Background: an optimization exercise with open tools, aiming at small area and a short achievable clock period. Do not read the settings as production practice. In this exercise RTL edits were held to simulation tests only and were not proved equivalent to the original. Power figures rest on the tool's default switching activity, not on a simulated workload.

$ cat flow/flow/run.sh
#!/bin/bash
# The standard layout (standard.sh, unchanged synthesis) with two extra make settings:
#  - port buffers are plain buf_2 cells instead of the delay buffer buffer_ports picks on its own;
#  - the resizer may change a cell's footprint (sky130hd's config restricts it to the same one).
# make's full output goes to flow_make.log here; each ORFS step logs under orfs/logs/.
set -uo pipefail
bash standard.sh \
  MATCH_CELL_FOOTPRINT=0 \
  "BUFFER_PORTS_ARGS=-buffer_cell sky130_fd_sc_hd__buf_2" \
  finish > flow_make.log 2>&1
status=$?
tail -20 flow_make.log
exit $status
$ cat flow/standard.sh
#!/bin/bash
# synth_recipe.tcl (not shown) runs the flow's synth.tcl, then flattens the netlist and writes it again
# the make line also repeats each setting of config.mk as NAME=value (left out here)
make -C /OpenROAD-flow-scripts/flow DESIGN_CONFIG=/design/flow/config.mk WORK_HOME=/design/flow/orfs CLKGATE_MAP_FILE= SYNTH_SCRIPT=/design/flow/synth_recipe.tcl "${@:-finish}"
$ cat flow/config.mk
export PLATFORM = sky130hd
export DESIGN_NAME = decode_stage
export DESIGN_NICKNAME = decode_stage
export VERILOG_FILES = /design/flow/design.v
export SDC_FILE = /design/flow/constraint.sdc
export NUM_CORES = 4
export LEC_CHECK = 0
export CAP_MARGIN = 20
export CORE_MARGIN = 2
export CORE_UTILIZATION = 40
export SETUP_SLACK_MARGIN = 2.5
export SLEW_MARGIN = 20
export SYNTH_HIERARCHICAL = 1
export SYNTH_MINIMUM_KEEP_SIZE = 0
$ cat flow/constraint.sdc
create_clock -name core_clock -period 6.0 [get_ports {clk}]
set_input_delay 1.2000 -clock core_clock [delete_from_list [all_inputs] [get_ports {clk}]]
set_output_delay 1.2000 -clock core_clock [all_outputs]
set_load 0.01 [all_outputs]
$ cat flow/design.v
package decode_pkg;
  localparam logic [6:0] OP_LUI    = 7'b0110111;
  localparam logic [6:0] OP_AUIPC  = 7'b0010111;
  localparam logic [6:0] OP_JAL    = 7'b1101111;
  localparam logic [6:0] OP_JALR   = 7'b1100111;
  localparam logic [6:0] OP_BRANCH = 7'b1100011;
  localparam logic [6:0] OP_LOAD   = 7'b0000011;
  localparam logic [6:0] OP_STORE  = 7'b0100011;
  localparam logic [6:0] OP_IMM    = 7'b0010011;
  localparam logic [6:0] OP_OP     = 7'b0110011;
  localparam logic [3:0] ALU_ADD  = 4'd0;
  localparam logic [3:0] ALU_SUB  = 4'd1;
  localparam logic [3:0] ALU_AND  = 4'd2;
  localparam logic [3:0] ALU_OR   = 4'd3;
  localparam logic [3:0] ALU_XOR  = 4'd4;
  localparam logic [3:0] ALU_SLL  = 4'd5;
  localparam logic [3:0] ALU_SRL  = 4'd6;
  localparam logic [3:0] ALU_SRA  = 4'd7;
  localparam logic [3:0] ALU_SLT  = 4'd8;
  localparam logic [3:0] ALU_SLTU = 4'd9;
  localparam logic [1:0] JUMP_NONE = 2'b00;
  localparam logic [1:0] JUMP_JAL  = 2'b01;
  localparam logic [1:0] JUMP_JALR = 2'b10;
  typedef struct packed {
    logic [3:0] alu_ctrl;
    logic       mul_en;
    logic       branch;
    logic       mem_read;
    logic       mem_to_reg;
    logic       mem_write;
    logic       alu_src;
    logic       reg_write;
    logic       illegal;
    logic [1:0] jump;
  } ctrl_t;
  function automatic logic [3:0] alu_from_funct3(input logic [2:0] funct3, input logic alt);
    case (funct3)
      3'b000:  alu_from_funct3 = alt ? ALU_SUB : ALU_ADD;
      3'b001:  alu_from_funct3 = ALU_SLL;
      3'b010:  alu_from_funct3 = ALU_SLT;
      3'b011:  alu_from_funct3 = ALU_SLTU;
      3'b100:  alu_from_funct3 = ALU_XOR;
      3'b101:  alu_from_funct3 = alt ? ALU_SRA : ALU_SRL;
      3'b110:  alu_from_funct3 = ALU_OR;
      default: alu_from_funct3 = ALU_AND;
    endcase
  endfunction
endpackage
module regfile_bypass #(
  parameter int XLEN  = 32,
  parameter int NREGS = 32
) (
  input  logic            clk,
  input  logic            rst,
  input  logic            rd_en,      
  input  logic [3:0]      rs1_lo,
  input  logic [7:0]      rs1_hi,
  input  logic            rs1_byp,    
  input  logic [3:0]      rs2_lo,
  input  logic [7:0]      rs2_hi,
  input  logic            rs2_byp,
  output logic [XLEN-1:0] rs1_data,
  output logic [XLEN-1:0] rs2_data,
  input  logic            wb_en,
  input  logic [4:0]      wb_rd,
  input  logic [XLEN-1:0] wb_data
);
  logic [XLEN-1:0]  regs [1:NREGS-1];
  logic [NREGS-1:1] vld, we, ok;
  logic [NREGS-1:1] sel1, sel2;
  logic             wsel1, wsel2;
  genvar i;
  generate
    for (i = 1; i < NREGS; i++) begin : g_reg
      assign we[i] = wb_en && wb_rd == 5'(i);
      always_ff @(posedge clk) begin
        if (we[i]) regs[i] <= wb_data;
      end
      always_ff @(posedge clk or negedge rst) begin
        if (!rst) vld[i] <= 1'b0;
        else if (we[i]) vld[i] <= 1'b1;
      end
      assign ok[i]   = rd_en && vld[i] && !we[i];
      assign sel1[i] = rs1_lo[i % 4] && rs1_hi[i / 4] && ok[i];
      assign sel2[i] = rs2_lo[i % 4] && rs2_hi[i / 4] && ok[i];
    end
  endgenerate
  assign wsel1 = !rd_en || rs1_byp;
  assign wsel2 = !rd_en || rs2_byp;
  localparam int NG = (NREGS - 1) / 3;
  logic [XLEN-1:0] t1 [NG], t2 [NG];
  genvar g, b;
  generate
    for (g = 0; g < NG; g++) begin : g_grp
      for (b = 0; b < XLEN; b++) begin : g_bit
        rf_aoi3 u1 (.a0(regs[3*g+1][b]), .s0(sel1[3*g+1]), .a1(regs[3*g+2][b]), .s1(sel1[3*g+2]),
                    .a2(regs[3*g+3][b]), .s2(sel1[3*g+3]), .y(t1[g][b]));
        rf_aoi3 u2 (.a0(regs[3*g+1][b]), .s0(sel2[3*g+1]), .a1(regs[3*g+2][b]), .s1(sel2[3*g+2]),
                    .a2(regs[3*g+3][b]), .s2(sel2[3*g+3]), .y(t2[g][b]));
      end
    end
  endgenerate
  always_comb begin
    rs1_data = {XLEN{wsel1}} & wb_data;
    rs2_data = {XLEN{wsel2}} & wb_data;
    for (int k = 3*NG + 1; k < NREGS; k++) begin
      rs1_data = rs1_data | ({XLEN{sel1[k]}} & regs[k]);
      rs2_data = rs2_data | ({XLEN{sel2[k]}} & regs[k]);
    end
    for (int k = 0; k < NG; k++) begin
      rs1_data = rs1_data | ~t1[k];
      rs2_data = rs2_data | ~t2[k];
    end
  end
endmodule
module rf_aoi3 (
  input  logic a0, s0, a1, s1, a2, s2,
  output logic y
);
  assign y = ~(a0 & s0 | a1 & s1 | a2 & s2);
endmodule
module decode_stage #(
  parameter int XLEN  = 32,
  parameter int NREGS = 32
) (
  input  logic            clk,
  input  logic            rst,
  input  logic            in_valid,
  output logic            in_ready,
  input  logic [31:0]     in_instr,
  input  logic [XLEN-1:0] in_pc,
  input  logic            flush,
  input  logic            wb_en,
  input  logic [4:0]      wb_rd,
  input  logic [XLEN-1:0] wb_data,
  output logic            out_valid,
  input  logic            out_ready,
  output logic [XLEN-1:0] out_pc,
  output logic [XLEN-1:0] out_rs1_data,
  output logic [XLEN-1:0] out_rs2_data,
  output logic [XLEN-1:0] out_imm,
  output logic [4:0]      out_rs1,
  output logic [4:0]      out_rs2,
  output logic [4:0]      out_rd,
  output logic [3:0]      out_alu_ctrl,
  output logic            out_mul_en,
  output logic            out_branch,
  output logic            out_mem_read,
  output logic            out_mem_to_reg,
  output logic            out_mem_write,
  output logic            out_alu_src,
  output logic            out_reg_write,
  output logic            out_illegal,
  output logic [1:0]      out_jump
);
  localparam int F_U = 0;    
  localparam int F_J = 1;    
  localparam int F_I = 2;    
  localparam int F_B = 3;    
  localparam int F_S = 4;    
  logic [6:0]        opcode, funct7;
  logic [2:0]        funct3;
  logic              use_rs1, use_rs2, use_rd, known;
  logic [4:0]        fmt;
  decode_pkg::ctrl_t ctrl;
  assign opcode = in_instr[6:0];
  assign funct3 = in_instr[14:12];
  assign funct7 = in_instr[31:25];
  always_comb begin
    ctrl    = '0;
    fmt     = '0;
    use_rs1 = 1'b0;
    use_rs2 = 1'b0;
    use_rd  = 1'b0;
    known   = 1'b1;
    case (opcode)
      decode_pkg::OP_LUI, decode_pkg::OP_AUIPC: begin
        fmt[F_U] = 1'b1;
        use_rd = 1'b1; ctrl.alu_src = 1'b1; ctrl.reg_write = 1'b1;
      end
      decode_pkg::OP_JAL: begin
        fmt[F_J] = 1'b1;
        use_rd = 1'b1; ctrl.alu_src = 1'b1; ctrl.reg_write = 1'b1; ctrl.jump = decode_pkg::JUMP_JAL;
      end
      decode_pkg::OP_JALR: begin
        fmt[F_I] = 1'b1;
        use_rs1 = 1'b1; use_rd = 1'b1;
        ctrl.alu_src = 1'b1; ctrl.reg_write = 1'b1; ctrl.jump = decode_pkg::JUMP_JALR;
      end
      decode_pkg::OP_BRANCH: begin
        fmt[F_B] = 1'b1;
        use_rs1 = 1'b1; use_rs2 = 1'b1; ctrl.branch = 1'b1; ctrl.alu_ctrl = decode_pkg::ALU_SUB;
      end
      decode_pkg::OP_LOAD: begin
        fmt[F_I] = 1'b1;
        use_rs1 = 1'b1; use_rd = 1'b1; ctrl.alu_src = 1'b1;
        ctrl.mem_read = 1'b1; ctrl.mem_to_reg = 1'b1; ctrl.reg_write = 1'b1;
      end
      decode_pkg::OP_STORE: begin
        fmt[F_S] = 1'b1;
        use_rs1 = 1'b1; use_rs2 = 1'b1; ctrl.alu_src = 1'b1; ctrl.mem_write = 1'b1;
      end
      decode_pkg::OP_IMM: begin
        fmt[F_I] = 1'b1;
        use_rs1 = 1'b1; use_rd = 1'b1; ctrl.alu_src = 1'b1; ctrl.reg_write = 1'b1;
        ctrl.alu_ctrl = decode_pkg::alu_from_funct3(funct3, funct3 == 3'b101 && funct7[5]);
      end
      decode_pkg::OP_OP: begin
        use_rs1 = 1'b1; use_rs2 = 1'b1; use_rd = 1'b1; ctrl.reg_write = 1'b1;
        if (funct7 == 7'b0000001) begin
          ctrl.mul_en   = 1'b1;
          ctrl.alu_ctrl = {1'b0, funct3};
        end else if (funct7 == 7'b0000000 || funct7 == 7'b0100000) begin
          ctrl.alu_ctrl = decode_pkg::alu_from_funct3(funct3, funct7[5]);
        end else begin
          known = 1'b0;
        end
      end
      default: known = 1'b0;
    endcase
    if (!known) begin
      ctrl.illegal    = 1'b1;
      ctrl.reg_write  = 1'b0;
      ctrl.mem_read   = 1'b0;
      ctrl.mem_to_reg = 1'b0;
      ctrl.mem_write  = 1'b0;
      ctrl.branch     = 1'b0;
      ctrl.mul_en     = 1'b0;
      ctrl.jump       = decode_pkg::JUMP_NONE;
    end
  end
  logic        hz_q, hazard, load, hz_in;
  logic [24:0] ir_q;      
  logic [4:0]  fmt_q;
  logic        use1_q, use2_q, userd_q;
  decode_pkg::ctrl_t ctrl_q;
  assign hazard = hz_q && ((use_rs1 && in_instr[19:15] == ir_q[4:0]) ||
                           (use_rs2 && in_instr[24:20] == ir_q[4:0]));
  assign load     = !out_valid || out_ready;
  assign in_ready = load && !hazard && !flush;
  assign hz_in    = opcode == decode_pkg::OP_LOAD && in_instr[11:7] != 5'd0;
  always_ff @(posedge clk or negedge rst) begin
    if (!rst) begin
      out_valid <= 1'b0;
      hz_q      <= 1'b0;
    end else if (flush || (load && hazard)) begin
      out_valid <= 1'b0;
      hz_q      <= 1'b0;
    end else if (load) begin
      out_valid <= in_valid;
      hz_q      <= in_valid && hz_in;
    end
  end
  always_ff @(posedge clk) begin
    if (load) begin
      out_pc  <= in_pc;
      ir_q    <= in_instr[31:7];
      fmt_q   <= fmt;
      use1_q  <= use_rs1;
      use2_q  <= use_rs2;
      userd_q <= use_rd;
      ctrl_q  <= ctrl;
    end
  end
  logic [3:0]  r1lo, r2lo;
  logic [7:0]  r1hi, r2hi;
  logic        byp1, byp2, wb_nz, ref1, ref2;
  logic [XLEN-1:0] rs1_d, rs2_d;
  assign r1lo  = 4'(1) << in_instr[16:15];
  assign r1hi  = use_rs1 ? 8'(1) << in_instr[19:17] : 8'd0;
  assign r2lo  = 4'(1) << in_instr[21:20];
  assign r2hi  = use_rs2 ? 8'(1) << in_instr[24:22] : 8'd0;
  assign wb_nz = wb_en && wb_rd != 5'd0;
  assign byp1  = wb_nz && use_rs1 && wb_rd == in_instr[19:15];
  assign byp2  = wb_nz && use_rs2 && wb_rd == in_instr[24:20];
  assign ref1 = wb_nz && wb_rd == out_rs1;
  assign ref2 = wb_nz && wb_rd == out_rs2;
  always_ff @(posedge clk) begin
    if (load || ref1) out_rs1_data <= rs1_d;
    if (load || ref2) out_rs2_data <= rs2_d;
  end
  regfile_bypass #(.XLEN(XLEN), .NREGS(NREGS)) u_regfile (
    .clk      (clk),
    .rst      (rst),
    .rd_en    (load),
    .rs1_lo   (r1lo),
    .rs1_hi   (r1hi),
    .rs1_byp  (byp1),
    .rs2_lo   (r2lo),
    .rs2_hi   (r2hi),
    .rs2_byp  (byp2),
    .rs1_data (rs1_d),
    .rs2_data (rs2_d),
    .wb_en    (wb_en),
    .wb_rd    (wb_rd),
    .wb_data  (wb_data)
  );
  assign out_rs1 = use1_q  ? ir_q[12:8]  : 5'd0;
  assign out_rs2 = use2_q  ? ir_q[17:13] : 5'd0;
  assign out_rd  = userd_q ? ir_q[4:0]   : 5'd0;
  assign out_imm = ({32{fmt_q[F_U]}} & {ir_q[24:5], 12'b0}) |
                   ({32{fmt_q[F_J]}} & {{12{ir_q[24]}}, ir_q[12:5], ir_q[13], ir_q[23:14], 1'b0}) |
                   ({32{fmt_q[F_I]}} & {{20{ir_q[24]}}, ir_q[24:13]}) |
                   ({32{fmt_q[F_B]}} & {{20{ir_q[24]}}, ir_q[0], ir_q[23:18], ir_q[4:1], 1'b0}) |
                   ({32{fmt_q[F_S]}} & {{20{ir_q[24]}}, ir_q[24:18], ir_q[4:0]});
  assign out_alu_ctrl   = ctrl_q.alu_ctrl;
  assign out_mul_en     = ctrl_q.mul_en;
  assign out_branch     = ctrl_q.branch;
  assign out_mem_read   = ctrl_q.mem_read;
  assign out_mem_to_reg = ctrl_q.mem_read;
  assign out_mem_write  = ctrl_q.mem_write;
  assign out_alu_src    = ctrl_q.alu_src;
  assign out_reg_write  = ctrl_q.reg_write;
  assign out_illegal    = ctrl_q.illegal;
  assign out_jump       = ctrl_q.jump;
endmodule
==> flow_metrics.tcl, run 1 <==
set metrics [dict create \
    syn_area_sq_um 46100 \
    cts-root-buf "clkbuf_16" \
    worst_pin_slew_ns 1.05 \
    synth-edff-count 1134 \
    final_cell_mix "edfxtp_1 (1,134), a222oi_1 (640), buf_2 (253)" \
    avgSynthCellArea_sq_um 17.7 \
    cts_max_level 3 \
    ys_top_cells_by_area "edfxtp_1 (74%), a222oi_1 (14%), dfrtp_1 (1.8%)" \
    synth_seq_area_share 0.756 \
    status "timing/DRC/antenna clean" \
    fin_crit_sh 0.613 \
    dieWidth_um 344 \
    antenna_found_initial 10 \
    startpoint "in_instr[5]" \
    route.detailed.drc 0 \
    wl_um 172000 \
    cp-start-kind "input pin" \
    fp-row-count 124 \
    dr.pass1.iters 17 \
    maxCapViolCount 0 \
    yosysTopAreaCellShare 0.738 \
    ys_seq_elements 1167 \
    dp_hpwl_um 103000 \
    cts_tree "done" \
    final_max_slew_viol_count 0 \
    rsz0062_at_grt "true" \
    fin_crit_ns 3.68 \
    globalRouteOverflowTotal 0 \
    synth_top_area_cell "edfxtp_1" \
    grt_max_degree 42 \
    antenna_left 0 \
    cts_buffers 119 \
    clk_latency_ns 0.72 \
    drt_iter0_markers 9012 \
    io-pin-count 266 \
    power_density_nw_per_um2 310 \
    dieArea_sq_um 118000 \
    p_leak_nw 19.3 \
    cts_buffer_depth 3 \
    cp_data_required_time_ns 6.44 \
    via_per_inst 7.22 \
    worstPathArrival_ns 4.12 \
    wl_per_cell_um 35.9 \
    hp-class "flop to flop" \
    critPathMaxFanout 18 \
    critPathCaptureType "flop" \
    final_common_cell "edfxtp_1" \
    synthesis.nets 2716 \
    grt_pass1_vias 33219 \
    nets 3282 \
    port_buffers 265 \
    gp_congestion 0.929 \
    min_from "u_regfile.vld[17]$_DFFE_PN0P_" \
    ys_async_sr_fraction 0.0283 \
    r2r-start "out_valid$_DFFE_PN0P_" \
    ys_types 59 \
    start_util 0.404 \
    fillCellCount 9452 \
    ys_warn_count 12 \
    grt_util_all_layers 0.278 \
    worst-setup-path-type "input pin to flop" \
    slew_headroom 0.298 \
    drive_gt1_frac 0.243 \
    clk_pin_slew_ns 0.06 \
    setup_violations 0 \
    fin_setup_tns_ns 0 \
    vdd_drop_max_v 0.000235 \
    synthFlopType "edfxtp_1" \
    die_h_um 344 \
    fmax_mhz 272 \
    cts.sinks 1167 \
    coreArea_sq_um 114000 \
    synthesis.instances 2609 \
    vias 34597 \
    grt_pass1_wl_um 238000 \
    whs_ns 0.498 \
    finalClockSkew_ns 0.0269 \
    hold_viol 0 \
    area_delta_synth_final_pct 20.8 \
]
## cell usage after synthesis (4+ instances only)
cell and n:
nand2_1 138, clkbuf_1 26, edfxtp_1 1134, a21oi_1 5, and4_1 59, o21ai_0 11, nor2_1 21, a22o_1 5
o21ai_1 60, inv_1 67, xnor2_1 16, a222oi_1 640, buf_6 6, buf_2 4, a21o_1 8, nor2b_1 13
xor2_1 14, nand2b_1 37, a2111oi_0 64, or2_2 4, nand4_1 131, nor4_1 5, nor3_1 22, nand3_1 6
dfrtp_1 33, and3_1 5, and2_1 28
## cell type report
| type | count | area (sq um) | share of cell area |
|---|---|---|---|
| Tap cell | 1512 | 1890 | 0.0339 |
| Clock buffer | 145 | 3180 | 0.0571 |
| Antenna cell | 4 | 10.0 | 0.000180 |
| Multi-Input combinational cell | 1337 | 11500 | 0.205 |
| Sequential cell | 1167 | 34900 | 0.626 |
| Clock inverter | 77 | 704 | 0.0126 |
| Timing Repair Buffer | 482 | 3370 | 0.0604 |
| Inverter | 68 | 260 | 0.00467 |
## per-module statistics from Yosys, one instance, submodules excluded, a selection
| module | flip-flops and latches | copies in the design | cells inside |
|---|---|---|---|
| decode_stage | 144 | 1 | 396 |
| rf_aoi3 | 0 | 640 | 1 |
## registers in the layout, summed over array words and instances (netlist names)
| register | count |
|---|---|
| hz_q | 1 |
| use2_q | 1 |
| ir_q | 25 |
| fmt_q | 5 |
| out_rs2_data | 32 |
| userd_q | 1 |
| use1_q | 1 |
| out_pc | 32 |
| u_regfile.vld | 31 |
| out_rs1_data | 32 |
| u_regfile.regs | 992 |
| ctrl_q | 13 |
| out_valid | 1 |
## what timing repair did
action                                  in CTS  in global routing
endpoints found under the setup margin      76                 79
resized for setup                          157                138
hold buffers                                 0                  0
pin swaps                                   39                 77
buffers inserted                            29                 70
cloned                                       2                  4
## metrics by stage
step / setup WS (ns) / cell area (sq um) / std cells / power [W] / util
floorplan: 1.30 / 46100 / 2609 / 0.00961 / -
global placement: 1.01 / 50100 / 4461 / 0.00998 / 0.438
detailed placement: 0.946 / 50100 / 4461 / 0.0100 / 0.438
CTS: 2.43 / 54600 / 4714 / 0.0173 / 0.477
global route: 2.34 / 55700 / 4789 / 0.0177 / 0.487
finish: 2.32 / 55700 / 4792 / 0.0173 / 0.488
## per-layer routing
| metal | vias up | routed length [um] | GRT usage | part of all wire |
|---|---|---|---|---|
| li1 | 13549 | - | - | - |
| met1 | 17173 | 61000 | 0.373 | 0.35 |
| met2 | 3341 | 76800 | 0.429 | 0.45 |
| met3 | 522 | 24600 | 0.0634 | 0.14 |
| met4 | 12 | 9760 | 0.137 | 0.057 |
| met5 | - | 73 | 0 | 0.00042 |
## logic make-up after synthesis
kind of cell           count (synthesis)  share of synthesized area
flip-flops                          1167                      0.756
AO/OA/AOI/OAI                        815                      0.166
AND/OR/NAND/NOR                      491                     0.0623
buffers and inverters                106                    0.00982
XOR/XNOR                              30                    0.00569
## worst paths after layout
check | endpoint | slack, ns | depth (start not counted)
worst max register to register | out_rs1_data[4]$_DFFE_PP_ | 2.55 | 10
min in group asynchronous | out_valid$_DFFE_PN0P_ | 0.60 | 1
max in group asynchronous | u_regfile.vld[24]$_DFFE_PN0P_ | 4.84 | 1
worst max-delay path | out_rs1_data[4]$_DFFE_PP_ | 2.32 | 12
worst min register to register | u_regfile.vld[17]$_DFFE_PN0P_ | 0.50 | 1
worst min-delay path | u_regfile.vld[17]$_DFFE_PN0P_ | 0.50 | 1
## critical path, stage by stage
cell and delay (ns):
buf_12 0.11, and3b_4 0.19, o21bai_4 0.20, inv_2 0.11, nand2_4 0.15, nor2_2 0.10, and4_4 0.22, buf_8 0.18
a222oi_1 0.59, nand4_1 0.40, a2111oi_2 0.45, o21ai_1 0.18
## power by group
group / leakage, nW / switching [W] / internal [W]
registers: 10.9 / 0.000139 / 0.00915
logic: 6.51 / 0.000429 / 0.000193
clock network: 1.90 / 0.00319 / 0.00420
total: 19.3 / 0.00376 / 0.0135
==> inputs of run 2 (changes only) <==
==> flow/flow/run.sh (replaced) <==
#!/bin/bash
# The standard layout (standard.sh, unchanged synthesis) with two extra make settings:
#  - port buffers are plain buf_1 cells instead of the delay buffer buffer_ports picks on its own;
#  - the resizer may change a cell's footprint (sky130hd's config restricts it to the same one).
# make's full output goes to flow_make.log here; each ORFS step logs under orfs/logs/.
set -uo pipefail
bash standard.sh \
  MATCH_CELL_FOOTPRINT=0 \
  "BUFFER_PORTS_ARGS=-buffer_cell sky130_fd_sc_hd__buf_1" \
  finish > flow_make.log 2>&1
status=$?
tail -20 flow_make.log
exit $status
--- a/flow/config.mk
+++ b/flow/config.mk
@@ -8,6 +8,8 @@
 export CAP_MARGIN = 20
 export CORE_MARGIN = 2
 export CORE_UTILIZATION = 40
+export CTS_CLUSTER_DIAMETER = 80
+export CTS_CLUSTER_SIZE = 25
 export SETUP_SLACK_MARGIN = 2.5
 export SLEW_MARGIN = 20
 export SYNTH_HIERARCHICAL = 1
==> run 2 against run 1 <==
  * Via count shrank 1.8%
  * Clock power shrank 39%
  * Sequential share of layout area grew 2.4 points
  * First-iteration DRC count grew 1.3%
  * Core utilization shrank 1.8 points
  * Clock-buffer cell count shrank 71
  * Combinational power shrank 1%
  * Sequential cell count is the same
  * Sequential power is essentially flat
  * Power shrank 17%
==> flow_metrics.tcl, run 2 <==
set metrics [dict create \
    cp_data_required_time_ns 6.44 \
    dr.pass1.iters 17 \
    grt_pass1_vias 32839 \
    synth_mux_area_frac 0 \
    cts_max_level 2 \
    critPathMaxFanout 6 \
    power_density_nw_per_um2 269 \
    synthFlopType "edfxtp_1" \
    ys_warn_count 12 \
    grt_pass1_wl_um 235000 \
    dp_hpwl_um 104000 \
    crit_slowest_cell "a222oi_1" \
    synth-edff-count 1134 \
    setup_violations 0 \
    reg2reg_to "out_rs1_data[18]$_DFFE_PP_" \
    synth_seq_area_share 0.756 \
    clk_latency_ns 0.72 \
    antenna_found_initial 4 \
    p_int_w 0.0112 \
    nets 3238 \
    grt.met3_usage 0.0692 \
    rsz0062_at_grt "true" \
    synth-xor-area-share 0.00569 \
    grt_util_all_layers 0.276 \
    drive_gt1_frac 0.158 \
    fin_crit_sh 0.597 \
    yosysTopAreaCellShare 0.738 \
    worst-r2r-setup-slack_ns 2.74 \
    start_util 0.404 \
    gp_congestion 0.909 \
    globalRouteMet2Util 0.416 \
    ys_async_sr_fraction 0.0283 \
    clkPwrFrac 0.314 \
    synthesis.instances 2609 \
    synth_common_cells "edfxtp_1 (1,134), a222oi_1 (640), nand2_1 (138), nand4_1 (131), inv_1 (67)" \
    vdd_drop_max_v 0.000226 \
    whs_endpoint "u_regfile.vld[14]$_DFFE_PN0P_" \
    slew_headroom 0.185 \
    ys_types 59 \
    maxCapViolCount 0 \
    fp-row-count 124 \
    grt.busiest_layer "met2" \
    ys_top_cells_by_area "edfxtp_1 (74%), a222oi_1 (14%), dfrtp_1 (1.8%)" \
    cts.sinks 1167 \
    synth-simple-area-share 0.0623 \
    vias 33962 \
    finalWorstSetupSlack_ns 2.42 \
    worstPathArrival_ns 4.03 \
    seq_power_share 0.643 \
    min_from "u_regfile.vld[14]$_DFFE_PN0P_" \
    worst_pin_slew_ns 1.22 \
    cp.buffers_inverters 5 \
    max_stage_delay_ns 0.48 \
    cts_buffers 57 \
    die_h_um 344 \
    synth.most_common_cell "edfxtp_1" \
    via_per_inst 7.27 \
    finalClockSkew_ns 0.0384 \
    hold_viol 0 \
    area_delta_synth_final_pct 16.3 \
    critPathCaptureType "flop" \
    worst-setup-path-type "input pin to flop" \
    final_common_cell "edfxtp_1" \
    r2r-start "out_valid$_DFFE_PN0P_" \
    globalRouteOverflowTotal 0 \
    syn_area_sq_um 46100 \
    clk_pin_slew_ns 0.10 \
    ys_seq_elements 1167 \
    synth_compound_area_frac 0.166 \
    status "timing/DRC/antenna clean" \
    wl_per_cell_um 36.5 \
    cts_buffer_depth 3 \
    grt_max_degree 58 \
    post-place-ws_ns 0.757 \
    final_max_slew_viol_count 0 \
    fillCellCount 9644 \
    cp-start-kind "input pin" \
    combPwrFrac 0.043 \
    power_w 0.0144 \
    synthAdderAreaFrac 0 \
    drt_iter0_markers 9132 \
    fin_setup_tns_ns 0 \
    io-pin-count 266 \
    switching_share 0.223 \
    wl_um 171000 \
    dieArea_sq_um 118000 \
    coreArea_sq_um 114000 \
    fmax_mhz 279 \
    antenna_left 0 \
    p_leak_nw 17.6 \
    synth_top_area_cell "edfxtp_1" \
    largest_register "u_regfile.regs" \
    hp-class "flop to flop" \
    dieWidth_um 344 \
    antenna_cells 0 \
    cts-root-buf "clkbuf_16" \
    largest_reg_flops 992 \
    crit_family "compound AO/OA/AOI/OAI gates" \
    p_switching_w 0.00321 \
    min_path_cells 1 \
    path_cells "buf_1, buf_6, and3b_4, o21bai_4, nor4_2, buf_4, and3_4, and3_4, buf_12, buf_12, a222oi_1, nand4_1, a2111oi_2, o21ai_1" \
    cts_hold_buf 0 \
    cts_tree "done" \
    fin_crit_ns 3.58 \
    met1_usage 0.374 \
    rr_worst_depth 11 \
    avgSynthCellArea_sq_um 17.7 \
    final_cell_mix "edfxtp_1 (1,134), a222oi_1 (640), buf_1 (241)" \
    synth_top_family_by_area "compound AO/OA/AOI/OAI gates" \
    route.detailed.drc 0 \
    port_buffers 265 \
    synthesis.nets 2716 \
]
==> run 2: cell types whose count changed in the layout (fill, tap and decap cells not counted), sizes merged, moves of 4 or more <==
cell	change
clkbuf	-60
clkinv	-50
bufinv	-9
clkinvlp	-7
buf	+6
inv	+5
diode	-4
==> run 2: worst register-to-register path: stages, from the launching register on <==
cell       delay, ns
dfrtp_1         0.37
nor2b_4         0.27
inv_4           0.10
buf_6           0.21
and3_4          0.19
and3_4          0.22
buf_12          0.17
buf_12          0.15
a222oi_1        0.48
nand4_1         0.31
a2111oi_2       0.42
o21ai_1         0.13
==> run 2: metal layers <==
metal | vias to the layer above | routed length [um]
li1 | 13367 | -
met1 | 17067 | 62000
met2 | 3168 | 76100
met3 | 358 | 24300
met4 | 2 | 8330
met5 | - | 13
==> run 2: cell families (layout without fill, tap and decap cells) <==
kind of cell	Yosys count	count (layout)
and+or+nand+nor	491	493
AOI/OAI and AO/OA	815	815
buffers and inverters	106	657
xor gates and xnor gates	30	30
DFF	1167	1167
==> run 2: cell type report <==
cell class	count	area (sq um)	area share
repair buffers	499	3300	0.0614
multi-input cells	1338	11600	0.217
well taps	1512	1890	0.0352
inverters	68	260	0.00485
clock inverters	16	201	0.00375
clock buffers	74	1530	0.0285
flip-flops and latches	1167	34900	0.650
==> run 2: modules after synthesis (local to each module, per instance), excerpt <==
module	flops+latches	cells inside
decode_stage	144	396
rf_aoi3	0	1
==> run 2: worst max path at each step <==
stage	startpoint	end	slack, ns	cells past startpoint
2_1_floorplan	out_ready	out_rs1_data[0]$_DFFE_PP_	1.30	9
3_3_place_gp	out_ready	out_rs1_data[30]$_DFFE_PP_	0.85	11
4_1_cts	in_instr[3]	out_rs2_data[10]$_DFFE_PP_	2.42	11
6_report	in_instr[5]	out_rs1_data[18]$_DFFE_PP_	2.42	14
5_1_grt	in_instr[5]	out_rs1_data[30]$_DFFE_PP_	2.40	15
3_5_place_dp	out_ready	out_rs1_data[30]$_DFFE_PP_	0.76	11
==> run 2: stage by stage <==
step | hold slack, ns | instance area (sq um) | std cells | util
final | 0.496 | 53700 | 4674 | 0.470
after global routing | 0.511 | 53700 | 4674 | 0.470
after CTS | 0.489 | 52900 | 4637 | 0.463
after detailed placement | 0.464 | 50100 | 4500 | 0.438
after global placement | 0.458 | 50000 | 4499 | 0.437
after floorplan | 0.441 | 46100 | 2609 | -
==> run 2: what timing repair did <==
item,4_1_cts,5_1_grt
resized for setup,252,113
pin swaps,68,94
hold endpoints to repair,0,0
cloned,3,4
endpoints found under the setup margin,84,71
buffers inserted,44,33
==> run 2: power groups by stage <==
stage | clock network, W | registers [W] | logic [W]
6_report | 0.00453 | 0.00927 | 0.000614
5_1_grt | 0.00486 | 0.00928 | 0.000652
4_1_cts | 0.00459 | 0.00926 | 0.000584
3_5_place_dp | 0 | 0.00944 | 0.000554
3_3_place_gp | 0 | 0.00943 | 0.000538
2_1_floorplan | 0 | 0.00941 | 0.000195
==> inputs of run 3 (changes only) <==
--- a/flow/config.mk
+++ b/flow/config.mk
@@ -8,8 +8,8 @@
 export CAP_MARGIN = 20
 export CORE_MARGIN = 2
 export CORE_UTILIZATION = 40
-export CTS_CLUSTER_DIAMETER = 80
-export CTS_CLUSTER_SIZE = 25
+export CTS_CLUSTER_DIAMETER = 100
+export CTS_CLUSTER_SIZE = 30
 export SETUP_SLACK_MARGIN = 2.5
 export SLEW_MARGIN = 20
 export SYNTH_HIERARCHICAL = 1
==> run 3 against run 2 <==
  * Wire length shrank 0.82%
  * Combinational power about the same
  * Highest routed layer unchanged
  * First-iteration DRC count is 0.72% higher
  * Sequential share of layout area rose by 0.62 points
  * Largest power group unchanged
  * Non-clock buffer count decreased by 15
==> flow_metrics.tcl, run 3 <==
set metrics [dict create \
    nets 3212 \
    final_max_slew_viol_count 0 \
    grt_pass1_vias 32680 \
    final_cell_mix "edfxtp_1 (1,134), a222oi_1 (640), buf_1 (240)" \
    fin_setup_tns_ns 0 \
    largest_reg_flops 992 \
    synth-edff-count 1134 \
    ys_top_cells_by_area "edfxtp_1 (74%), a222oi_1 (14%), dfrtp_1 (1.8%)" \
    start_util 0.404 \
    dp_hpwl_um 104000 \
    drive_gt1_frac 0.149 \
    avgSynthCellArea_sq_um 17.7 \
    grt_max_degree 58 \
    setup_violations 0 \
    rsz0062_at_grt "true" \
    drt_iter0_markers 9198 \
    critPathCaptureType "flop" \
    synth.most_common_cell "edfxtp_1" \
    ys_seq_elements 1167 \
    fin_crit_ns 3.61 \
    worst_pin_slew_ns 1.19 \
    critPathMaxFanout 32 \
    cts.sinks 1167 \
    route.detailed.drc 0 \
    dr.pass1.iters 14 \
    worst-setup-path-type "input pin to flop" \
    cts_buffer_depth 3 \
    wl_per_cell_um 36.5 \
    gp_congestion 0.909 \
    grt_pass1_wl_um 234000 \
    globalRouteOverflowTotal 0 \
    final_common_cell "edfxtp_1" \
    synth_top_area_cell "edfxtp_1" \
    ys_warn_count 12 \
    synthFlopType "edfxtp_1" \
    p_leak_nw 17.3 \
    area_delta_synth_final_pct 15.2 \
    finalClockSkew_ns 0.0510 \
    largest_register "u_regfile.regs" \
    yosysTopAreaCellShare 0.738 \
    port_buffers 265 \
    wl_um 169000 \
    antenna_left 0 \
    clk_pin_slew_ns 0.11 \
    antenna_found_initial 4 \
    status "timing/DRC/antenna clean" \
    cts_tree "done" \
    syn_area_sq_um 46100 \
    fin_crit_sh 0.602 \
    whs_ns 0.505 \
    synth_seq_area_share 0.756 \
    ys_types 59 \
    dieArea_sq_um 118000 \
    fmax_mhz 277 \
    cp_data_required_time_ns 6.45 \
    die_h_um 344 \
    ys_async_sr_fraction 0.0283 \
    cts_max_level 2 \
    vias 33722 \
    synth_common_cells "edfxtp_1 (1,134), a222oi_1 (640), nand2_1 (138), nand4_1 (131), inv_1 (67)" \
    dieWidth_um 344 \
    cts_hold_buf 0 \
    vdd_drop_max_v 0.000274 \
    power_density_nw_per_um2 262 \
    fp-row-count 124 \
    fillCellCount 9696 \
    grt_util_all_layers 0.275 \
    clk_latency_ns 0.70 \
    hold_viol 0 \
    io-pin-count 266 \
    coreArea_sq_um 114000 \
    maxCapViolCount 0 \
    cts-root-buf "clkbuf_16" \
    antenna_cells 0 \
    synthesis.nets 2716 \
    worstPathArrival_ns 4.06 \
    synthesis.instances 2609 \
    via_per_inst 7.27 \
    cts_buffers 47 \
    slew_headroom 0.203 \
    cp-start-kind "input pin" \
    hp-class "flop to flop" \
]
-- run 3: cell counts after synthesis --
Identical to the previous run, type by type.
-- run 3: timing repair --
item	4_1_cts	5_1_grt
pin swaps	58	87
setup endpoints to repair	82	67
resized for setup	241	121
buffers inserted	33	29
gates cloned	3	3
-- run 3: modules after synthesis (local to each module, per instance), excerpt --
module        copies in the design  cell area [sq um]  cells inside
decode_stage                     1               5810           396
rf_aoi3                        640               10.0             1
-- run 3: layout make-up --
cell class	instances	area, sq um	area share
multi-input combinational	1337	11600	0.219
timing repair buffer	484	3130	0.0588
inverter	68	259	0.00487
sequential	1167	34900	0.656
tap	1512	1890	0.0356
clock buffer	61	1260	0.0237
clock inverter	10	140	0.00263
-- run 3: where the power goes --
part	switching, W	internal (W)
combinational	0.000436	0.000179
sequential	0.000134	0.00913
clock	0.00253	0.00154
-- run 3: through the flow --
stage	setup WS [ns]	utilization	power, W	area, sq um	instances
5_1_grt	2.42	0.465	0.0143	53200	4639
2_1_floorplan	1.30	-	0.00961	46100	2609
3_3_place_gp	0.848	0.437	0.00996	50000	4499
4_1_cts	2.43	0.458	0.0140	52400	4607
6_report	2.39	0.465	0.0140	53200	4639
3_5_place_dp	0.757	0.438	0.00999	50100	4500
-- run 3: kinds of logic after synthesis --
family	count (synthesis)	synth area share
buf+inv	106	0.00982
flops	1167	0.756
simple gates	491	0.0623
xor+xnor	30	0.00569
compound gates	815	0.166
-- run 3: worst max-delay path, cell delays in order --
cell,delay (ns)
buf_8,0.09
and4bb_4,0.37
nand3_4,0.12
buf_12,0.15
buf_4,0.12
nor3_2,0.40
and4_4,0.71
a222oi_1,0.22
nand4_1,0.26
a2111oi_0,0.11
o21ai_1,0.28
-- run 3: worst paths after layout --
path | from | to | slack (ns) | cells past startpoint
max in group asynchronous | rst | u_regfile.vld[29]$_DFFE_PN0P_ | 4.71 | 1
worst max register to register | out_valid$_DFFE_PN0P_ | out_rs1_data[18]$_DFFE_PP_ | 2.75 | 9
worst min-delay path | u_regfile.vld[18]$_DFFE_PN0P_ | u_regfile.vld[18]$_DFFE_PN0P_ | 0.50 | 1
worst max-delay path | in_instr[3] | out_rs2_data[25]$_DFFE_PP_ | 2.39 | 11
worst min register to register | u_regfile.vld[18]$_DFFE_PN0P_ | u_regfile.vld[18]$_DFFE_PN0P_ | 0.50 | 1
min in group asynchronous | rst | hz_q$_DFFE_PN0P_ | 0.65 | 1
-- run 3: routing by layer --
metal	share of wire	track usage	vias up
li1	-	-	13290
met1	0.36	0.374	16871
met2	0.44	0.418	3132
met3	0.14	0.0597	427
met4	0.052	0.136	2
met5	0.000077	0	-
==> inputs of run 4 (changes only) <==
==> flow/flow/run.sh (replaced) <==
#!/bin/bash
# The standard layout (standard.sh, unchanged synthesis) with three extra make settings:
#  - port buffers are plain buf_1 cells instead of the delay buffer buffer_ports picks on its own;
#  - the resizer may change a cell's footprint (sky130hd's config restricts it to the same one);
#  - clock tree synthesis clusters up to 25 sinks within 80 um per leaf buffer and inserts no
#    dummy loads.
# make's full output goes to flow_make.log here; each ORFS step logs under orfs/logs/.
set -uo pipefail
bash standard.sh \
  MATCH_CELL_FOOTPRINT=0 \
  "BUFFER_PORTS_ARGS=-buffer_cell sky130_fd_sc_hd__buf_1" \
  "CTS_ARGS=-sink_clustering_enable -repair_clock_nets -sink_clustering_size 25 -sink_clustering_max_diameter 80 -dont_use_dummy_load" \
  finish > flow_make.log 2>&1
status=$?
tail -20 flow_make.log
exit $status
--- a/flow/config.mk
+++ b/flow/config.mk
@@ -7,9 +7,7 @@
 export LEC_CHECK = 0
 export CAP_MARGIN = 20
 export CORE_MARGIN = 2
-export CORE_UTILIZATION = 40
-export CTS_CLUSTER_DIAMETER = 100
-export CTS_CLUSTER_SIZE = 30
+export CORE_UTILIZATION = 50
 export SETUP_SLACK_MARGIN = 2.5
 export SLEW_MARGIN = 20
 export SYNTH_HIERARCHICAL = 1
==> run 4 against run 3 <==
  * Still clean on timing, DRC and antenna
  * Sequential cell count stayed put
  * Combinational power fell by 5.9%
  * Core utilization rose by 10 points
  * Synthesized cell count unchanged
  * Clock-buffer cell count decreased by 7
  * Power decreased by 0.78%
  * Maximum frequency shrank 0.13%
  * Critical path depth is the same
==> flow_metrics.tcl, run 4 <==
set metrics [dict create \
    grt_max_degree 44 \
    p_leak_nw 17.0 \
    cts.sinks 1167 \
    final_common_cell "edfxtp_1" \
    avgSynthCellArea_sq_um 17.7 \
    final_cell_mix "edfxtp_1 (1,134), a222oi_1 (640), buf_1 (231)" \
    grt_pass1_wl_um 236000 \
    rsz0062_at_grt "true" \
    gp_congestion 0.911 \
    nets 3192 \
    ys_seq_elements 1167 \
    dr.pass1.iters 17 \
    combPwrFrac 0.042 \
    worst_pin_slew_ns 1.17 \
    ys_async_sr_fraction 0.0283 \
    ys_top_cells_by_area "edfxtp_1 (74%), a222oi_1 (14%), dfrtp_1 (1.8%)" \
    hp-class "flop to flop" \
    fmax_mhz 277 \
    grt_util_all_layers 0.352 \
    cp-start-kind "input pin" \
    vdd_drop_max_v 0.000236 \
    worstPathArrival_ns 4.10 \
    power_density_nw_per_um2 265 \
    vias 34053 \
    antenna_left 0 \
    status "timing/DRC/antenna clean" \
    grt_pass1_vias 33043 \
    dp_hpwl_um 99300 \
    ys_warn_count 12 \
    cts-root-buf "clkbuf_16" \
    globalRouteOverflowTotal 0 \
    seq_power_share 0.668 \
    maxCapViolCount 0 \
    drive_gt1_frac 0.124 \
    slew_headroom 0.218 \
    drt_iter0_markers 9898 \
    synth_seq_area_share 0.756 \
    antenna_found_initial 5 \
    min_path_cells 1 \
    clkPwrFrac 0.290 \
    synthesis.instances 2609 \
    coreArea_sq_um 91500 \
    design_area_sq_um 52200 \
    wl_per_cell_um 40.4 \
    critPathCaptureType "flop" \
    synth_top_area_cell "edfxtp_1" \
    final_max_slew_viol_count 0 \
    switching_share 0.212 \
    via_per_inst 7.97 \
    yosysTopAreaCellShare 0.738 \
    fp-row-count 111 \
    cts_tree "done" \
    fin_crit_ns 3.62 \
    syn_area_sq_um 46100 \
    ys_types 59 \
    hold_viol 0 \
    whs_ns 0.496 \
    start_util 0.504 \
    finalClockSkew_ns 0.0337 \
    critPathMaxFanout 18 \
    final_util 0.570 \
    place_area_sq_um 49600 \
    synth.most_common_cell "edfxtp_1" \
    synthFlopType "edfxtp_1" \
    route.detailed.drc 0 \
    p_switching_w 0.00293 \
    cts_buffer_depth 3 \
    die_h_um 308 \
    cp_data_required_time_ns 6.49 \
    synth-edff-count 1134 \
    dieWidth_um 308 \
    largest_reg_flops 992 \
    fin_crit_sh 0.603 \
    worst-setup-path-type "input pin to flop" \
    area_delta_synth_final_pct 13.0 \
    cts_buffers 54 \
    fin_setup_tns_ns 0 \
    cts_max_level 2 \
    setup_violations 0 \
    rr_worst_depth 20 \
    clk_pin_slew_ns 0.09 \
    largest_register "u_regfile.regs" \
    io-pin-count 266 \
    synthesis.nets 2716 \
    wl_um 172000 \
    clk_latency_ns 0.68 \
    port_buffers 265 \
    synth_common_cells "edfxtp_1 (1,134), a222oi_1 (640), nand2_1 (138), nand4_1 (131), inv_1 (67)" \
    p_int_w 0.0109 \
    dieArea_sq_um 94700 \
]
==> run 4: cell counts after synthesis <==
Identical to the previous run, type by type.
==> run 4: kinds of logic after synthesis <==
kind of cell,after synthesis,share of synthesized area
flops,1167,0.756
compound gates,815,0.166
buf+inv,106,0.00982
simple gates,491,0.0623
xor+xnor,30,0.00569
==> run 4: worst paths after layout <==
check / endpoint / slack (ns) / start
max in group asynchronous: u_regfile.vld[14]$_DFFE_PN0P_ / 4.72 / rst
min in group asynchronous: u_regfile.vld[21]$_DFFE_PN0P_ / 0.67 / rst
worst min register to register: u_regfile.vld[27]$_DFFE_PN0P_ / 0.50 / u_regfile.vld[27]$_DFFE_PN0P_
worst min-delay path: u_regfile.vld[27]$_DFFE_PN0P_ / 0.50 / u_regfile.vld[27]$_DFFE_PN0P_
worst max register to register: hz_q$_DFFE_PN0P_ / 2.76 / ir_q[0]$_DFFE_PP_
worst max-delay path: out_rs1_data[29]$_DFFE_PP_ / 2.38 / in_instr[4]
==> run 4: metrics by stage <==
step | setup slack [ns] | total power, W | std cells
CTS | 2.45 | 0.0138 | 4248
floorplan | 1.30 | 0.00961 | 2609
global route | 2.39 | 0.0142 | 4269
detailed placement | 0.722 | 0.00994 | 4157
finish | 2.38 | 0.0138 | 4270
global placement | 0.814 | 0.00992 | 4153
==> run 4: Yosys stat by module, one instance, submodules excluded, excerpt <==
module / cells inside / flops+latches
decode_stage: 396 / 144
rf_aoi3: 1 / 0
==> run 4: metal layers <==
metal	up-vias	GRT usage	share of wire
li1	13240	-	-
met2	3261	0.546	0.45
met4	6	0.175	0.056
met3	595	0.0883	0.16
met1	16951	0.463	0.34
met5	-	0	0.00025
==> run 4: timing repair <==
action | CTS | global route
setup endpoints to repair | 76 | 67
gates resized for setup | 176 | 84
pin swaps | 21 | 44
buffers inserted | 35 | 19
hold buffers | 0 | 0
cloned | 2 | 1
==> run 4: power by group through the flow <==
stage	sequential [W]	clock [W]	combinational, W
2_1_floorplan	0.00941	0	0.000195
3_3_place_gp	0.00941	0	0.000509
3_5_place_dp	0.00942	0	0.000526
4_1_cts	0.00924	0.00404	0.000555
5_1_grt	0.00926	0.00430	0.000615
6_report	0.00924	0.00402	0.000579
==> run 4: area by class of cell <==
class                           count  area, sq um
Multi-Input combinational cell   1336        11200
Fill cell                        7005        39400
Tap cell                         1186         1480
Inverter                           68          263
Timing Repair Buffer              458         2940
Antenna cell                        1         2.50
Clock buffer                       54         1350
Sequential cell                  1167        34900
==> run 4: critical path: stages <==
cell and delay, ns:
buf_12 0.10, and3b_4 0.32, o21bai_4 0.10, buf_4 0.16
nor3_2 0.48, and4_4 0.59, buf_4 0.42, a222oi_1 0.17
nand4_1 0.24, a2111oi_0 0.09, o21ai_1 0.19
==> inputs of run 5 (changes only) <==
--- a/flow/design.v
+++ b/flow/design.v
@@ -56,9 +56,11 @@
   input  logic [3:0]      rs1_lo,
   input  logic [7:0]      rs1_hi,
   input  logic            rs1_byp,    
+  input  logic            rs1_zero,   
   input  logic [3:0]      rs2_lo,
   input  logic [7:0]      rs2_hi,
   input  logic            rs2_byp,
+  input  logic            rs2_zero,
   output logic [XLEN-1:0] rs1_data,
   output logic [XLEN-1:0] rs2_data,
   input  logic            wb_en,
@@ -111,6 +113,8 @@
       rs1_data = rs1_data | ~t1[k];
       rs2_data = rs2_data | ~t2[k];
     end
+    rs1_data = rs1_data & {XLEN{!rs1_zero}};
+    rs2_data = rs2_data & {XLEN{!rs2_zero}};
   end
 endmodule
 module rf_aoi3 (
@@ -267,12 +271,12 @@
   logic        byp1, byp2, wb_nz, ref1, ref2;
   logic [XLEN-1:0] rs1_d, rs2_d;
   assign r1lo  = 4'(1) << in_instr[16:15];
-  assign r1hi  = use_rs1 ? 8'(1) << in_instr[19:17] : 8'd0;
+  assign r1hi  = 8'(1) << in_instr[19:17];
   assign r2lo  = 4'(1) << in_instr[21:20];
-  assign r2hi  = use_rs2 ? 8'(1) << in_instr[24:22] : 8'd0;
+  assign r2hi  = 8'(1) << in_instr[24:22];
   assign wb_nz = wb_en && wb_rd != 5'd0;
-  assign byp1  = wb_nz && use_rs1 && wb_rd == in_instr[19:15];
-  assign byp2  = wb_nz && use_rs2 && wb_rd == in_instr[24:20];
+  assign byp1  = wb_nz && wb_rd == in_instr[19:15];
+  assign byp2  = wb_nz && wb_rd == in_instr[24:20];
   assign ref1 = wb_nz && wb_rd == out_rs1;
   assign ref2 = wb_nz && wb_rd == out_rs2;
   always_ff @(posedge clk) begin
@@ -286,9 +290,11 @@
     .rs1_lo   (r1lo),
     .rs1_hi   (r1hi),
     .rs1_byp  (byp1),
+    .rs1_zero (load && !use_rs1),
     .rs2_lo   (r2lo),
     .rs2_hi   (r2hi),
     .rs2_byp  (byp2),
+    .rs2_zero (load && !use_rs2),
     .rs1_data (rs1_d),
     .rs2_data (rs2_d),
     .wb_en    (wb_en),
==> run 5 against run 4 <==
  * Clock power grew 3%
  * Via count grew 3.9%
  * Global-route usage shrank 0.78 points
  * Design area grew 0.84%
  * Wire length grew 6.3%
  * Critical path depth shrank 3
  * Die area grew 0.87%
  * Combinational power grew 100%
  * Non-clock buffer count shrank 58
  * Synthesized cell count grew 1.6%
  * Hold slack lost 0.022 ns
  * Sequential share of layout area shrank 0.56 points
  * Critical path type unchanged
  * Critical endpoint is now out_rs1_data[20]$_DFFE_PP_
  * Highest routed layer unchanged
==> flow_metrics.tcl, run 5 <==
set metrics [dict create \
    status "timing/DRC/antenna clean" \
    slew_headroom 0.250 \
    setup_violations 0 \
    dieWidth_um 309 \
    ys_seq_elements 1167 \
    antenna_left 0 \
    ys_types 59 \
    p_leak_nw 16.6 \
    area_delta_synth_final_pct 13.0 \
    globalRouteOverflowTotal 0 \
    drive_gt1_frac 0.140 \
    finalClockSkew_ns 0.0552 \
    final_common_cell "edfxtp_1" \
    rr_worst_depth 9 \
    cts-root-buf "clkbuf_16" \
    cp-start-kind "input pin" \
    cts_buffers 56 \
    dp_hpwl_um 96800 \
    power_density_nw_per_um2 278 \
    final_util 0.572 \
    final_cell_mix "edfxtp_1 (1,134), a222oi_1 (640), buf_1 (241)" \
    worst_pin_slew_ns 1.12 \
    ys_top_cells_by_area "edfxtp_1 (73%), a222oi_1 (14%), dfrtp_1 (1.8%)" \
    critPathCaptureType "flop" \
    vias 35382 \
    nets 3190 \
    drt_iter0_markers 10741 \
    reg2reg_to "out_rs1_data[28]$_DFFE_PP_" \
    clk_pin_slew_ns 0.10 \
    synthesis.nets 2758 \
    coreArea_sq_um 91900 \
    synth_top_area_cell "edfxtp_1" \
    place_inst 4194 \
    grt_util_all_layers 0.344 \
    ys_warn_count 12 \
    cts_buffer_depth 3 \
    fin_crit_sh 0.625 \
    critPathMaxFanout 22 \
    cts_tree "done" \
    final_max_slew_viol_count 0 \
    min_from "u_regfile.vld[15]$_DFFE_PN0P_" \
    fp-row-count 111 \
    synth_common_cells "edfxtp_1 (1,134), a222oi_1 (640), nand4_1 (130), nand2_1 (123), a21oi_1 (70)" \
    port_buffers 265 \
    synth.most_common_cell "edfxtp_1" \
    cts.sinks 1167 \
    grt_max_degree 80 \
    wl_per_cell_um 42.3 \
    gp_congestion 0.946 \
    clk_latency_ns 0.72 \
    start_util 0.506 \
    instances_no_fill 4334 \
    synthFlopType "edfxtp_1" \
    maxCapViolCount 0 \
    r2r-start "out_valid$_DFFE_PN0P_" \
    whs_endpoint "u_regfile.vld[15]$_DFFE_PN0P_" \
    die_h_um 309 \
    synth-edff-count 1134 \
    hold_viol 0 \
    fin_setup_tns_ns 0 \
    grt_pass1_wl_um 234000 \
    dr.pass1.iters 15 \
    largest_register "u_regfile.regs" \
    avgSynthCellArea_sq_um 17.6 \
    dieArea_sq_um 95600 \
    vdd_drop_max_v 0.000276 \
    ys_async_sr_fraction 0.0283 \
    via_per_inst 8.16 \
    cp_data_required_time_ns 6.45 \
    cts_hold_buf 0 \
    grt_pass1_vias 32969 \
    largest_reg_flops 992 \
    fmax_mhz 267 \
    syn_area_sq_um 46600 \
    min_path_cells 1 \
    io-pin-count 266 \
    synth_seq_area_share 0.749 \
    fin_crit_ns 3.75 \
    worstPathArrival_ns 4.20 \
    cts_max_level 2 \
    worst-r2r-setup-slack_ns 2.62 \
    yosysTopAreaCellShare 0.731 \
    hp-class "flop to flop" \
    wl_um 183000 \
    worst-setup-path-type "input pin to flop" \
    rsz0062_at_grt "true" \
    synthesis.instances 2651 \
    antenna_found_initial 7 \
    route.detailed.drc 0 \
]
[run 5: changes by cell type in the layout (fill, tap and decap cells not counted), moves of 23 or more]
cell / before / now
a21oi_1: 4 / 67
o21ai_1: 60 / 2
and4_4: 26 / 65
o2111ai_1: 0 / 32
buf_4: 157 / 126
and4_1: 30 / 0
nand2_1: 135 / 108
o211ai_1: 1 / 25
inv_1: 47 / 24
[run 5: what timing repair did]
item                                    4_1_cts  5_1_grt
gates resized for setup                      89      149
gates cloned                                  8       28
endpoints found under the setup margin       76       81
pin swaps                                    22       73
buffers inserted                              6       32
[run 5: final cells by class]
| class | instances | area [sq um] |
|---|---|---|
| repair buffers | 400 | 2150 |
| inverters | 29 | 113 |
| diodes | 10 | 25.0 |
| well taps | 1243 | 1560 |
| multi-input cells | 1427 | 12500 |
| repair inverters | 2 | 15.0 |
| fillers | 7183 | 39400 |
| clock buffers | 56 | 1400 |
| flip-flops and latches | 1167 | 34900 |
[run 5: worst max-delay path by stage]
stage                             from                    endpoint  cells past startpoint
after CTS                  in_instr[4]                    in_ready                      7
after floorplan              out_ready  out_rs1_data[30]$_DFFE_PP_                     10
after global placement        wb_rd[2]  out_rs2_data[30]$_DFFE_PP_                     10
after detailed placement      wb_rd[2]  out_rs1_data[30]$_DFFE_PP_                      9
after global routing       in_instr[2]                    in_ready                      7
final                     in_instr[18]  out_rs1_data[20]$_DFFE_PP_                      8
[run 5: worst max-delay path, stage by stage]
cell       delay, ns
clkbuf_2        0.35
nor3b_2         0.75
and4_4          0.65
buf_4           0.29
a222oi_1        0.11
nand4_1         0.25
a2111oi_1       0.09
a21oi_1         0.47
[run 5: power by group]
group	switching, W	internal [W]
Combinational	0.000837	0.000327
Clock	0.00247	0.00166
Sequential	0.000192	0.00914
Total	0.00350	0.0111
[run 5: modules after synthesis, one instance, submodules excluded, a selection]
module        cells  cell area (sq um)
decode_stage    374               5730
rf_aoi3           1               10.0
[run 5: per-layer routing]
| metal | GRT usage | vias to the layer above | share of wire |
|---|---|---|---|
| met5 | 0 | - | 0.00025 |
| met3 | 0.108 | 721 | 0.16 |
| met1 | 0.460 | 17415 | 0.33 |
| li1 | - | 13532 | - |
| met4 | 0.146 | 6 | 0.065 |
| met2 | 0.522 | 3708 | 0.44 |
[run 5: cells by family (layout without fill, tap and decap cells)]
logic type | after synthesis | count (layout) | synth area share
flops | 1167 | 1167 | 0.749
compound gates | 877 | 877 | 0.175
simple gates | 486 | 520 | 0.0619
buf+inv | 91 | 487 | 0.00804
xor+xnor | 30 | 30 | 0.00564
other cells | 0 | 10 | 0
[run 5: through the flow]
| step | cell area [sq um] | total power, W | hold slack [ns] | setup WS (ns) |
|---|---|---|---|---|
| 3_5_place_dp | 49800 | 0.0104 | 0.450 | 1.01 |
| 2_1_floorplan | 46700 | 0.00986 | 0.432 | 1.41 |
| 3_3_place_gp | 49800 | 0.0104 | 0.447 | 1.02 |
| 6_report | 52600 | 0.0146 | 0.474 | 2.25 |
| 4_1_cts | 51600 | 0.0144 | 0.464 | 2.34 |
| 5_1_grt | 52600 | 0.0149 | 0.482 | 2.35 |
==> inputs of run 6 (changes only) <==
--- a/flow/design.v
+++ b/flow/design.v
@@ -241,7 +241,15 @@
   assign hazard = hz_q && ((use_rs1 && in_instr[19:15] == ir_q[4:0]) ||
                            (use_rs2 && in_instr[24:20] == ir_q[4:0]));
   assign load     = !out_valid || out_ready;
-  assign in_ready = load && !hazard && !flush;
+  decode_ready u_ready (
+    .instr     (in_instr),
+    .hz        (hz_q),
+    .rd        (ir_q[4:0]),
+    .out_valid (out_valid),
+    .out_ready (out_ready),
+    .flush     (flush),
+    .in_ready  (in_ready)
+  );
   assign hz_in    = opcode == decode_pkg::OP_LOAD && in_instr[11:7] != 5'd0;
   always_ff @(posedge clk or negedge rst) begin
     if (!rst) begin
@@ -320,3 +328,53 @@
   assign out_illegal    = ctrl_q.illegal;
   assign out_jump       = ctrl_q.jump;
 endmodule
+module decode_ready (
+  input  logic [31:0] instr,
+  input  logic        hz,          
+  input  logic [4:0]  rd,          
+  input  logic        out_valid,
+  input  logic        out_ready,
+  input  logic        flush,
+  output logic        in_ready
+);
+  logic [6:0] op;
+  logic       nuse1, nuse2, nload;
+  logic [4:0] e1, e2;              
+  logic       p1, q1, p2, q2, t1, t2;
+  assign op    = instr[6:0];
+  assign nuse1 = !(op == decode_pkg::OP_JALR || op == decode_pkg::OP_BRANCH ||
+                   op == decode_pkg::OP_LOAD || op == decode_pkg::OP_STORE ||
+                   op == decode_pkg::OP_IMM  || op == decode_pkg::OP_OP);
+  assign nuse2 = !(op == decode_pkg::OP_BRANCH || op == decode_pkg::OP_STORE ||
+                   op == decode_pkg::OP_OP);
+  assign nload = (out_valid && !out_ready) || flush;
+  genvar k;
+  generate
+    for (k = 0; k < 5; k++) begin : g_eq
+      rdy_xnor2 u_e1 (.a(instr[15+k]), .b(rd[k]), .y(e1[k]));
+      rdy_xnor2 u_e2 (.a(instr[20+k]), .b(rd[k]), .y(e2[k]));
+    end
+  endgenerate
+  rdy_nand3  u_p1 (.a(e1[0]), .b(e1[1]), .c(e1[2]), .y(p1));
+  rdy_nand2  u_q1 (.a(e1[3]), .b(e1[4]), .y(q1));
+  rdy_nand3  u_p2 (.a(e2[0]), .b(e2[1]), .c(e2[2]), .y(p2));
+  rdy_nand2  u_q2 (.a(e2[3]), .b(e2[4]), .y(q2));
+  rdy_nor3   u_t1 (.a(p1), .b(q1), .c(nuse1), .y(t1));      
+  rdy_nor3   u_t2 (.a(p2), .b(q2), .c(nuse2), .y(t2));      
+  rdy_a221oi u_r  (.a1(hz), .a2(t1), .b1(hz), .b2(t2), .c1(nload), .y(in_ready));
+endmodule
+module rdy_xnor2 (input logic a, b, output logic y);
+  assign y = ~(a ^ b);
+endmodule
+module rdy_nand2 (input logic a, b, output logic y);
+  assign y = ~(a & b);
+endmodule
+module rdy_nand3 (input logic a, b, c, output logic y);
+  assign y = ~(a & b & c);
+endmodule
+module rdy_nor3 (input logic a, b, c, output logic y);
+  assign y = ~(a | b | c);
+endmodule
+module rdy_a221oi (input logic a1, a2, b1, b2, c1, output logic y);
+  assign y = ~(a1 & a2 | b1 & b2 | c1);
+endmodule
==> run 6 against run 5 <==
  * First-iteration DRC count is 11% lower
  * Synthesized cell count is 0.98% higher
  * Global-route usage is 0.74 points lower
  * Cell count is 1.0% higher
  * Die area is 0.38% higher
  * Sequential cell count stayed put
  * Design area is 0.58% higher
  * Non-clock buffer count is 48 higher
  * Synthesized area is 0.38% higher
  * Core utilization is 0.27 points lower
  * Critical endpoint is now out_rs1_data[6]$_DFFE_PP_
  * Sequential power is 0.6% lower
==> flow_metrics.tcl, run 6 <==
set metrics [dict create \
    status "timing/DRC/antenna clean" \
    start_util 0.503 \
    rsz0062_at_grt "true" \
    fin_setup_tns_ns 0 \
    globalRouteOverflowTotal 0 \
    post-place-ws_ns 0.667 \
    route.detailed.drc 0 \
    ys_async_sr_fraction 0.0283 \
    whs_ns 0.489 \
    worstPathArrival_ns 4.10 \
    gp_congestion 1.04 \
    p_leak_nw 16.8 \
    grt_pass1_wl_um 231000 \
    avgSynthCellArea_sq_um 17.5 \
    ys_types 64 \
    maxCapViolCount 0 \
    fin_crit_sh 0.615 \
    ys_seq_elements 1167 \
    synth_top_area_cell "edfxtp_1" \
    synth_seq_area_share 0.746 \
    grt_pass1_vias 32727 \
    coreArea_sq_um 92900 \
    synthesis.nets 2784 \
    fillCellCount 7232 \
    power_density_nw_per_um2 274 \
    cp_data_required_time_ns 6.41 \
    instances_no_fill 4379 \
    io-pin-count 266 \
    synth-edff-count 1134 \
    synthesis.instances 2677 \
    syn_area_sq_um 46700 \
    finalWorstSetupSlack_ns 2.31 \
    wl_um 167000 \
    register_area_sq_um 34900 \
    port_buffers 265 \
    synthFlopType "edfxtp_1" \
    clk_latency_ns 0.69 \
    met1_usage 0.463 \
    cp-start-kind "input pin" \
    critPathCaptureType "flop" \
    final_cell_mix "edfxtp_1 (1,134), a222oi_1 (640), buf_1 (243)" \
    multiInputGateArea_sq_um 12300 \
    fp-row-count 112 \
    place_area_sq_um 50200 \
    largest_register "u_regfile.regs" \
    clk_pin_slew_ns 0.11 \
    cts_tree "done" \
    finalClockSkew_ns 0.0642 \
    cts_buffers 56 \
    grt_max_degree 83 \
    grt_util_all_layers 0.336 \
    synth.most_common_cell "edfxtp_1" \
    largest_reg_flops 992 \
    cts_buffer_depth 3 \
    critPathMaxFanout 13 \
    grt.met3_usage 0.0718 \
    cts.sinks 1167 \
    setup_violations 0 \
    drt_iter0_markers 9556 \
    worst_pin_slew_ns 1.12 \
    dieWidth_um 310 \
    wl_per_cell_um 38.2 \
    hold_viol 0 \
    ys_warn_count 12 \
    globalRouteMet2Util 0.518 \
    cts_max_level 2 \
    vias 34361 \
    hp-class "flop to flop" \
    fin_crit_ns 3.69 \
    dieArea_sq_um 95900 \
    cts-root-buf "clkbuf_16" \
    place_inst 4275 \
    final_max_slew_viol_count 0 \
    dr.pass1.iters 13 \
    nets 3232 \
    grt.busiest_layer "met2" \
    via_per_inst 7.85 \
    final_common_cell "edfxtp_1" \
    worst-setup-path-type "input pin to flop" \
    yosysTopAreaCellShare 0.729 \
    dp_hpwl_um 100000 \
    antenna_found_initial 2 \
    drive_gt1_frac 0.137 \
    design_area_sq_um 52900 \
    fmax_mhz 271 \
    slew_headroom 0.255 \
    antenna_left 0 \
    die_h_um 310 \
    area_delta_synth_final_pct 13.2 \
    vdd_drop_max_v 0.000209 \
    synth_common_cells "edfxtp_1 (1,134), a222oi_1 (640), nand2_1 (132), nand4_1 (131), a21oi_1 (69)" \
    ys_top_cells_by_area "edfxtp_1 (73%), a222oi_1 (14%), dfrtp_1 (1.8%)" \
]
## run 6: cell count changes after synthesis, sizes merged, moves of 3 or more
| cell | previous run | this run |
|---|---|---|
| nor3 | 8 | 12 |
| and3 | 7 | 13 |
| nand2b | 34 | 31 |
| nand3 | 12 | 17 |
| xnor2 | 15 | 25 |
| nand2 | 123 | 132 |
## run 6: path summary, 6_finish.rpt
kind | start | end | slack [ns] | depth (start not counted)
max reg2reg | out_valid$_DFFE_PN0P_ | out_rs1_data[6]$_DFFE_PP_ | 2.59 | 8
max | wb_rd[1] | out_rs1_data[6]$_DFFE_PP_ | 2.31 | 8
min reg2reg | u_regfile.vld[15]$_DFFE_PN0P_ | u_regfile.vld[15]$_DFFE_PN0P_ | 0.49 | 1
max in group asynchronous | rst | u_regfile.vld[18]$_DFFE_PN0P_ | 4.67 | 1
min in group asynchronous | rst | u_regfile.vld[5]$_DFFE_PN0P_ | 0.68 | 1
min | u_regfile.vld[15]$_DFFE_PN0P_ | u_regfile.vld[15]$_DFFE_PN0P_ | 0.49 | 1
## run 6: report_power, final
part / leakage (nW) / total, W / switching [W] / internal [W]
sequential: 10.9 / 0.00928 / 0.000138 / 0.00914
combinational: 5.21 / 0.00112 / 0.000777 / 0.000340
clock: 0.690 / 0.00407 / 0.00241 / 0.00166
total: 16.8 / 0.0145 / 0.00333 / 0.0111
## run 6: cell type report
| cell class | instances | area share |
|---|---|---|
| multi-input combinational | 1421 | 0.232 |
| timing repair inverter | 2 | 0.000284 |
| tap | 1254 | 0.0297 |
| timing repair buffer | 448 | 0.0498 |
| sequential | 1167 | 0.659 |
| inverter | 29 | 0.00213 |
| clock buffer | 56 | 0.0265 |
| antenna | 2 | 0.0000946 |
## run 6: per-layer routing
| layer | part of all wire | wire length, um |
|---|---|---|
| met5 | 0 | 0 |
| met3 | 0.14 | 23800 |
| met1 | 0.36 | 60000 |
| met4 | 0.053 | 8920 |
| met2 | 0.45 | 74700 |
## run 6: logic make-up (layout without fill, tap and decap cells)
group / count (synthesis) / count (layout) / share of synthesized area
xor gates and xnor gates: 40 / 40 / 0.00750
other: 0 / 2 / 0
and+or+nand+nor: 506 / 508 / 0.0636
DFF: 1167 / 1167 / 0.746
buffers and inverters: 91 / 535 / 0.00809
AOI/OAI and AO/OA: 873 / 873 / 0.174
## run 6: modules after synthesis (local to each module, per instance), excerpt
module / flops+latches / copies in the design
rf_aoi3: 0 / 640
rdy_nand2: 0 / 2
rdy_a221oi: 0 / 1
decode_stage: 144 / 1
rdy_xnor2: 0 / 10
rdy_nand3: 0 / 2
decode_ready: 0 / 1
rdy_nor3: 0 / 2
## run 6: per-stage QoR
step           total power, W  utilization
3_3_place_gp           0.0104        0.540
3_5_place_dp           0.0104        0.541
2_1_floorplan         0.00984            -
6_report               0.0145        0.569
5_1_grt                0.0148        0.569
4_1_cts                0.0144        0.564
## run 6: worst max-delay path, stage by stage
cell       delay [ns]
clkbuf_4         0.21
nor2_2           0.32
nand2_4          0.13
and3_4           0.26
a222oi_1         0.93
nand4_1          0.46
a2111oi_4        0.43
a21oi_2          0.15
## run 6: timing repair
action / CTS / global route
resized for setup: 214 / 80
hold endpoints to repair: 0 / 0
setup buffers: 23 / 17
hold buffers: 0 / 0
pin swaps: 52 / 49
cloned: 3 / 2
endpoints found under the setup margin: 69 / 67

what the ideal ports hide:
Ports are ideal in the flow. The routed layouts listed here were re-timed in OpenROAD.
Step 1, drivers: a clkbuf_16 drives clk and a buf_2 each remaining input, both assumed.
Step 2 also shifts input and output timing later by t, the mid clock arrival at the registers, as if the neighbouring blocks saw the same clock.
a / b / c = ideal ports / drivers / drivers and shift; a / b = the first two.
run	t, ns	setup WS [ns]	worst setup path after step 2	worst slew at a driven data input, ns	cell pins on the clock port's net
run 1	0.780	2.320 / 2.329 / 1.549	input to register	0.07	1
run 2	0.782	2.416 / 2.392 / 1.679	input to register	0.08	1
run 3	0.748	2.389 / 2.394 / 1.646	input to register	0.09	1
run 4	0.726	2.384 / 2.369 / 1.671	input to register	0.07	1
run 5	0.760	2.250 / 2.292 / 1.532	input to register	0.07	1
run 6	0.722	2.307 / 2.268 / 1.546	input to register	0.10	1
After both steps every run listed still meets setup and hold. The setup slack of run 1, which loses most, moves by +0.009 ns with the drivers and by -0.771 ns with both steps.
